What follows belongs to an exercise in optimizing a design on an open flow for small area, a short achievable clock period and few clock cycles per item; a production flow would make more cautious choices. The RTL was checked by simulation tests, not by an equivalence proof against the original design. Power is estimated from default activity; no workload was simulated.

==> flow/design.v (outline; a module is shown in full before it is edited, if it fits) <==
// module fltr_sched: 1811 lines
// module fltr_pg: 5 lines
// module fltr_g: 3 lines
// module fltr_sel4: 3 lines
// module fltr_fa: 4 lines
// module fltr_ha: 4 lines
module fltr_sched #(
   parameter int unsigned NCH  = 4,
   parameter int unsigned TAPS = 4,
   parameter int unsigned DW   = 16,
   parameter int unsigned CW   = 16,
   parameter int unsigned OW   = 32
) (
   input  logic                     clk,
   input  logic                     rst_n,
   input  logic [NCH-1:0]           req_vld,
   input  logic [NCH*DW-1:0]        req_data,
   output logic [NCH-1:0]           req_rdy,
   input  logic                     cfg_we,
   input  logic [$clog2(TAPS)-1:0]  cfg_addr,
   input  logic [CW-1:0]            cfg_coef,
   output logic                     cfg_busy,
   output logic                     out_vld,
   input  logic                     out_rdy,
   output logic [$clog2(NCH)-1:0]   out_ch,
   output logic [OW-1:0]            out_data
);
  // ...
==> flow/flow/run.sh <==
#!/bin/bash
# Standard synthesis (bash standard.sh synth) and the standard layout, with a larger
# setup slack margin for ORFS's repair_timing steps so the layout is optimised beyond the
# 11 ns constraint. Logs: synth.log, layout.log (ORFS's per-step logs are under orfs/logs).
set -uo pipefail
MARGIN=6.0
bash standard.sh synth > synth.log 2>&1 || { tail -50 synth.log; exit 1; }
bash standard.sh SETUP_SLACK_MARGIN=$MARGIN "BUFFER_PORTS_ARGS=-buffer_cell sky130_fd_sc_hd__buf_4" REMOVE_ABC_BUFFERS=1 finish > layout.log 2>&1 || { tail -50 layout.log; exit 1; }
==> flow/standard.sh <==
#!/bin/bash
# synth_recipe.tcl (not shown) runs the flow's synth.tcl, then flattens the netlist and writes it again
# the make line also repeats each setting of config.mk as NAME=value (left out here)
make -C /OpenROAD-flow-scripts/flow DESIGN_CONFIG=/design/flow/config.mk WORK_HOME=/design/flow/orfs CLKGATE_MAP_FILE= SYNTH_SCRIPT=/design/flow/synth_recipe.tcl "${@:-finish}"
==> flow/config.mk <==
export PLATFORM = sky130hd
export DESIGN_NAME = fltr_sched
export DESIGN_NICKNAME = fltr_sched
export VERILOG_FILES = /design/flow/design.v
export SDC_FILE = /design/flow/constraint.sdc
export NUM_CORES = 4
export LEC_CHECK = 0
export CAP_MARGIN = 20
export CORE_MARGIN = 2
export CORE_UTILIZATION = 60
export CTS_CLUSTER_DIAMETER = 100
export CTS_CLUSTER_SIZE = 24
export SLEW_MARGIN = 20
export SYNTH_HIERARCHICAL = 1
export SYNTH_MINIMUM_KEEP_SIZE = 0
export TNS_END_PERCENT = 5
==> flow/constraint.sdc <==
create_clock -name core_clock -period 11.0 [get_ports {clk}]
set_input_delay 2.2000 -clock core_clock [delete_from_list [all_inputs] [get_ports {clk}]]
set_output_delay 2.2000 -clock core_clock [all_outputs]
set_load 0.01 [all_outputs]
==> results.py, run 1 <==
metrics = {
    "placement": {
        "port_buffers": 129,
    },
    "cells_and_area": {
        "area_growth_syn_to_layout_pct": 11.60,
        "largest_register": "hist_q",
        "drive_gt1_frac": 0.1708,
        "clkCellAreaFrac": 0.01738,
        "multi_input_area_mm2": 0.02567,
        "seqCellArea_mm2": 0.01289,
        "area_share_nonclk_buffers": 0.07707,
        "buffers_excl_clock": 385,
    },
    "clocking": {
        "cts_resized": 72,
        "root_buffer": "clkbuf_16",
    },
    "power": {
        "power_combinational_uw": 8020,
        "swShare": 0.4413,
    },
    "worst_setup_path": {
        "worst-path-buf-inv": 2,
        "critPathTopFamily": "compound AO/OA/AOI/OAI gates",
        "path_class": "flip-flop to output port",
        "endpoint": "out_data[13]",
    },
    "outcome": {
        "status": "timing/DRC/antenna clean",
    },
    "routing": {
        "wl_per_cell_um": 32.24,
        "firstDrtPassIters": 8,
        "post-route-drc-count": 0,
        "num_vias": 29290,
    },
    "floorplanning": {
        "die_area_mm2": 0.06764,
    },
    "logic_synthesis": {
        "yosys.area_share.xor_xnor": 0.1287,
        "synth-edff-count": 326,
        "synthTopCellsByCount": "a22oi_1 (612), xnor2_1 (546), fa_1 (520), edfxtp_1 (326), clkbuf_1 (278)",
        "synthArstFlopShare": 0.2658,
    },
    "timing": {
        "skew_ns": 0.04451,
        "max_slew_margin": 0.2695,
        "rsz0062_at_grt": "true",
        "final.setup.tns_ns": 0,
    },
    "global_routing": {
        "grt_busiest_layer": "met2",
    },
}
Testbench counts, summed over its fixed seeds: cycles 2,064, items 2,048.
==> run 2: changes to the inputs <==
--- a/flow/design.v
+++ b/flow/design.v
@@ -1720,34 +1720,45 @@
    wire fs516, fc516;
    fltr_fa u_fs516 (.a(fc453), .b(fs486), .c(fc485), .s(fs516), .co(fc516));
    wire fs517, fc517;
    fltr_fa u_fs517 (.a(fc455), .b(fs487), .c(fc486), .s(fs517), .co(fc517));
    wire fs518, fc518;
    fltr_fa u_fs518 (.a(hs29), .b(fc457), .c(fc487), .s(fs518), .co(fc518));
    wire [33:0] row_a = {1'b1, fc518, fc517, fc516, fc515, fc514, fc513, fc512, fc511, fc510, fc509, fc508, fc507, fc506, fc505, fc504, fc503, fc502, fc501, fc500, fc499, fc498, fc497, fc496, fc495, fc494, fc493, fc492, fc491, fc490, fc489, fc488, hc30, hs30};
    wire [33:0] row_b = {1'b0, hc29, fs518, fs517, fs516, fs515, fs514, fs513, fs512, fs511, fs510, fs509, fs508, fs507, fs506, fs505, fs504, fs503, fs502, fs501, fs500, fs499, fs498, fs497, fs496, fs495, fs494, fs493, fs492, fs491, fs490, fs489, fs488, fs399};
-   logic [33:0] op_, og_;
+   logic [33:0] op_;
+   logic [33:31] og_;
    assign op_ = o_ra_q ^ o_rb_q;
-   assign og_ = o_ra_q & o_rb_q;
+   assign og_ = o_ra_q[33:31] & o_rb_q[33:31];
    logic [30:0] gl [0:5];
    logic [30:0] pl [0:5];
-   assign gl[0] = og_[30:0];
-   assign pl[0] = op_[30:0];
+   for (genvar i = 0; i < 31; i++) begin : g_pg0
+      fltr_pg0 u_pg0 (.a(o_ra_q[i]), .b(o_rb_q[i]), .g(gl[0][i]), .p(pl[0][i]));
+   end
    for (genvar l = 0; l < 5; l++) begin : g_ks
       for (genvar i = 0; i < 31; i++) begin : g_bit
          if (i >= (2 << l)) begin : g_op
-            fltr_pg u_pg (.gh(gl[l][i]), .ph(pl[l][i]), .gl(gl[l][i - (1 << l)]),
-                          .pl(pl[l][i - (1 << l)]), .g(gl[l+1][i]), .p(pl[l+1][i]));
+            if (l % 2 == 0) begin : g_n
+               fltr_pgn u_pg (.gh(gl[l][i]), .ph(pl[l][i]), .gl(gl[l][i - (1 << l)]),
+                              .pl(pl[l][i - (1 << l)]), .g(gl[l+1][i]), .p(pl[l+1][i]));
+            end else begin : g_t
+               fltr_pgt u_pg (.gh(gl[l][i]), .ph(pl[l][i]), .gl(gl[l][i - (1 << l)]),
+                              .pl(pl[l][i - (1 << l)]), .g(gl[l+1][i]), .p(pl[l+1][i]));
+            end
          end else if (i >= (1 << l)) begin : g_gop
-            fltr_g u_g (.gh(gl[l][i]), .ph(pl[l][i]), .gl(gl[l][i - (1 << l)]), .g(gl[l+1][i]));
+            if (l % 2 == 0) begin : g_n
+               fltr_gn u_g (.gh(gl[l][i]), .ph(pl[l][i]), .gl(gl[l][i - (1 << l)]), .g(gl[l+1][i]));
+            end else begin : g_t
+               fltr_gt u_g (.gh(gl[l][i]), .ph(pl[l][i]), .gl(gl[l][i - (1 << l)]), .g(gl[l+1][i]));
+            end
             assign pl[l+1][i] = 1'b0;
          end else begin : g_pass
-            assign gl[l+1][i] = gl[l][i];
-            assign pl[l+1][i] = pl[l][i];
+            assign gl[l+1][i] = ~gl[l][i];
+            assign pl[l+1][i] = 1'b0;
          end
       end
    end
    logic [31:0] cy;           
    assign cy = {gl[5], 1'b0};
    logic [30:0] s_lo;
    assign s_lo = op_[30:0] ^ cy[30:0];
    logic [2:0] s_hi0, s_hi1;
@@ -1761,17 +1772,17 @@
    logic ovf0, ovf1;
    assign ovf0 = !(s_hi0 == 3'b000 || s_hi0 == 3'b111);
    assign ovf1 = !(s_hi1 == 3'b000 || s_hi1 == 3'b111);
    logic [31:0] sat0, sat1, sat;
    assign sat0 = ovf0 ? {s_hi0[2], {31{!s_hi0[2]}}} : {s_hi0[0], s_lo};
    assign sat1 = ovf1 ? {s_hi1[2], {31{!s_hi1[2]}}} : {s_hi1[0], s_lo};
    logic [3:0] c31;
    for (genvar m = 0; m < 4; m++) begin : g_c31
-      fltr_g u_g (.gh(gl[4][30]), .ph(pl[4][30]), .gl(gl[4][14]), .g(c31[m]));
+      fltr_gn u_g (.gh(gl[4][30]), .ph(pl[4][30]), .gl(gl[4][14]), .g(c31[m]));
       assign sat[8*m +: 8] = c31[m] ? sat1[8*m +: 8] : sat0[8*m +: 8];
    end
    always_ff @(posedge clk or negedge rst_n) begin
       if (!rst_n) begin
          hp_q    <= hp_for(3);
          bone    <= '0;
          btwo    <= '0;
          bneg    <= '0;
@@ -1804,23 +1815,35 @@
          o_rb_q  <= row_b;
       end
    end
    assign cfg_busy = a_vld_q;
    assign out_vld  = o_vld_q;
    assign out_ch   = o_ch_q;
    assign out_data = sat;
 endmodule
-module fltr_pg (input logic gh, input logic ph, input logic gl, input logic pl,
-                output logic g, output logic p);
-   assign g = gh | (ph & gl);
-   assign p = ph & pl;
+module fltr_pg0 (input logic a, input logic b, output logic g, output logic p);
+   assign g = !(a && b);
+   assign p = !(a || b);
+endmodule
+module fltr_pgn (input logic gh, input logic ph, input logic gl, input logic pl,
+                 output logic g, output logic p);
+   assign g = !(gh && (ph || gl));
+   assign p = !(ph || pl);
+endmodule
+module fltr_gn (input logic gh, input logic ph, input logic gl, output logic g);
+   assign g = !(gh && (ph || gl));
+endmodule
+module fltr_pgt (input logic gh, input logic ph, input logic gl, input logic pl,
+                 output logic g, output logic p);
+   assign g = !(gh || (ph && gl));
+   assign p = !(ph && pl);
 endmodule
-module fltr_g (input logic gh, input logic ph, input logic gl, output logic g);
-   assign g = gh | (ph & gl);
+module fltr_gt (input logic gh, input logic ph, input logic gl, output logic g);
+   assign g = !(gh || (ph && gl));
 endmodule
 module fltr_sel4 (input logic [3:0] s, input logic [3:0] d, output logic y);
    assign y = |(s & d);
 endmodule
 module fltr_fa (input logic a, input logic b, input logic c, output logic s, output logic co);
    assign s  = a ^ b ^ c;
    assign co = (a & b) | (a & c) | (b & c);
 endmodule
==> run 2 against run 1 <==
Against the previous run:
- register-to-register slack lost 0.09 ns
- synthesized cell count grew 4.6%
- core utilization decreased by 0.70 points
- sequential cell count unchanged
- via count is 3.0% higher
- worst setup slack gained 0.072 ns
- global-route usage increased by 1.3 points
- count of clock-buffer cells in the layout fell by 2
- critical path type is now flip-flop to flip-flop
- largest cell class unchanged
- highest routed layer unchanged
==> results.py, run 2 <==
metrics = {
    "routing": {
        "drtIter0Drc": 4165,
        "drtAntennaViolNets": 0,
        "wirelength_um": 140600,
        "top_layer": "met4",
        "wl_met3_um": 18710,
        "num_vias": 30180,
        "wl_met1_um": 49030,
        "wl_per_cell_um": 32.49,
        "post-route-drc-count": 0,
        "vias_per_cell": 6.977,
        "firstDrtPassIters": 8,
        "wl_met2_um": 64210,
    },
    "power": {
        "p_leak_uw": 0.01675,
        "switchingPower_uw": 5848,
        "internal_power_uw": 6623,
        "p_clk_frac": 0.085,
        "total_power_uw": 12470,
        "swShare": 0.4690,
        "peakVddDrop_v": 0.0002108,
        "cellPowerDensity_mw_per_mm2": 283.9,
        "p_comb_frac": 0.674,
        "pwr-share-seq": 0.241,
    },
    "global_routing": {
        "grt_max_degree": 67,
        "grt.overflow.total": 0,
        "grt_pass1_vias": 31200,
        "antenna_found_initial": 0,
        "grt_pass1_wl_um": 204200,
        "grt_usage": 0.4149,
    },
    "worst_setup_path": {
        "worst_setup_path_start_kind": "flip-flop",
        "critPathTopFamily": "adder cells",
        "worst-path-buf-inv": 0,
        "crit_path_frequent_cell": "fa_1",
        "critPathArrivalTime_ns": 5.65,
        "worstPathRequired_ns": 11.35,
        "path_max_fanout": 16,
        "cp-end-kind": "flip-flop",
        "path_cells": "a22oi_1, xnor2_1, fa_1, fa_1, fa_1, fa_1, fa_1, fa_1, fa_1",
        "path_class": "flip-flop to flip-flop",
        "cpMaxStageDelayCell": "edfxtp_1",
        "cpPeakStageDelay_ns": 1.10,
    },
    "cells_and_area": {
        "mostFrequentLayoutCells": "a22oi_1 (608), xnor2_1 (555), fa_1 (520)",
        "largest_register": "hist_q",
        "area_growth_syn_to_layout_pct": 11.28,
        "reg.largest.list": "hist_q: 192 flops, op_q: 64 flops",
        "final_common_cell": "a22oi_1",
        "final_nets": 4113,
        "largest_register_ffs": 192,
        "drive_gt1_frac": 0.1945,
    },
    "timing": {
        "max_slew_margin": 0.2308,
        "timing.final.crit_period_ns": 5.297,
        "min_period_over_period": 0.4815,
        "final_max_slew_viol_count": 0,
        "rsz0062_at_grt": "true",
        "final.setup.tns_ns": 0,
        "tightest_slew_ns": 1.154,
        "final_hold_viol_count": 0,
        "setup_viol": 0,
        "setup_slack_ns": 5.703,
        "fmax_mhz": 188.8,
        "skew_ns": 0.04687,
    },
    "logic_synthesis": {
        "ys_warn_count": 11,
        "syn_area_mm2": 0.03948,
        "syn_inst": 3407,
        "syn_area_per_cell_um2": 11.59,
    },
    "clocking": {
        "root_buffer": "clkbuf_16",
        "clock_latency_ns": 0.63,
        "numCtsBuffers": 25,
        "cts_hold_buf": 0,
        "clock_sinks": 444,
        "cts_buffer_depth": 3,
        "cts_tree": "built",
        "htreeDepth": 1,
        "clk_pin_slew_ns": 0.10,
    },
    "floorplanning": {
        "start_util": 0.6037,
        "io_pins": 130,
        "die_w_um": 260.5,
        "placementRows": 94,
        "die_area_mm2": 0.06786,
        "core_area_mm2": 0.06539,
        "die_y_um": 260.5,
    },
    "outcome": {
        "status": "timing/DRC/antenna clean",
    },
    "placement": {
        "port_buffers": 129,
        "dp_worst_setup_slack_ns": 4.815,
        "gp_congestion": 1.033,
        "hpwl_um": 99320,
    },
    "flow_run": {
        "drv_cap": 0,
    },
    "min_path": {
        "min_path_type": "flip-flop to flip-flop",
    },
}
[run 2: worst paths after layout]
| path | depth (start not counted) | endpoint | slack, ns | startpoint |
|---|---|---|---|---|
| max | 9 | o_rb_q[23]$_DFFE_PP_ | 5.70 | op_q[39]$_DFFE_PN_ |
| min | 0 | o_ch_q[0]$_DFFE_PP_ | 0.44 | a_ch_q[0]$_DFFE_PN_ |
| max reg2reg | 9 | o_rb_q[23]$_DFFE_PP_ | 5.70 | op_q[39]$_DFFE_PN_ |
| min reg2reg | 0 | o_ch_q[0]$_DFFE_PP_ | 0.44 | a_ch_q[0]$_DFFE_PN_ |
| max in group asynchronous | 2 | btwo[5]$_DFFE_PN0P_ | 8.03 | rst_n |
| min in group asynchronous | 1 | o_vld_q$_DFFE_PN0P_ | 1.66 | rst_n |
[run 2: through the flow]
step	instances	hold slack, ns	utilization	cell area (um2)
global placement	4131	0.4057	0.6228	40730
CTS	4301	0.4415	0.6632	43370
finish	4326	0.4427	0.6717	43930
detailed placement	4131	0.4160	0.6228	40730
floorplan	3068	0.4003	-	38110
global route	4325	0.4545	0.6717	43920
[run 2: power by group through the flow]
stage,logic (uW),registers (uW),clock network (uW)
after CTS,8030,2990,1070
after floorplan,4900,2930,0
final,8400,3010,1060
after global routing,9220,3020,1130
after detailed placement,7350,3140,0
after global placement,7090,3130,0
[run 2: routing by layer]
layer  track usage  vias up
met5             0        -
met2        0.6549     2508
met4        0.2017        0
met1        0.5096    15050
li1              -    12000
met3        0.1480      627
[run 2: repair_timing]
action | in CTS | in global routing
gates resized for setup | 159 | 65
pin swaps | 26 | 27
setup endpoints to repair | 59 | 65
setup buffers | 129 | 24
[run 2: final cells by class]
cell class,instances,area [um2]
clock buffers,32,651.9
diodes,1,2.502
fillers,4967,21470
flip-flops and latches,444,12810
well taps,864,1081
clock inverters,9,165.2
multi-input cells,2596,26080
repair buffers,352,3029
inverters,28,105.1
[run 2: worst register-to-register path: stages (launching register included)]
cell      delay [ns]
edfxtp_1        1.10
a22oi_1         0.30
xnor2_1         0.33
fa_1            0.49
fa_1            0.45
fa_1            0.49
fa_1            0.45
fa_1            0.52
fa_1            0.53
fa_1            0.40
Testbench counts of run 2, summed over its fixed seeds: cycles 2,064, items 2,048.

-- re-timing with driven ports --
The results above use ideal ports. As a check the final layouts listed here were re-extracted and re-timed, cells and wires unchanged.
Step 1 (the two cells are an assumption about what drives the block):
set clk [get_ports {clk}]
set_driving_cell -lib_cell sky130_fd_sc_hd__clkbuf_16 $clk
set_driving_cell -lib_cell sky130_fd_sc_hd__buf_2 [delete_from_list [all_inputs] $clk]
Step 2, shift: input delay + t, output delay - t, t = (earliest + latest rising clock arrival at the registers) / 2. This alone moves slack from input paths to output paths.
Slacks: no drivers / after step 1 / after step 2; pairs: no drivers / after step 1.
| run | shift t [ns] | setup WS [ns] | worst hold slack (ns) | latest minus earliest clock arrival (ns) | worst data-port slew with drivers (ns) |
|---|---|---|---|---|---|
| run 1 | 0.674 | 5.631 / 5.567 / 5.685 | 0.441 / 0.441 / 0.441 | 0.051 / 0.050 | 0.06 |
| run 2 | 0.674 | 5.703 / 5.703 / 5.703 | 0.443 / 0.443 / 0.443 | 0.047 / 0.047 | 0.06 |
After both steps setup and hold are still met in every run listed.
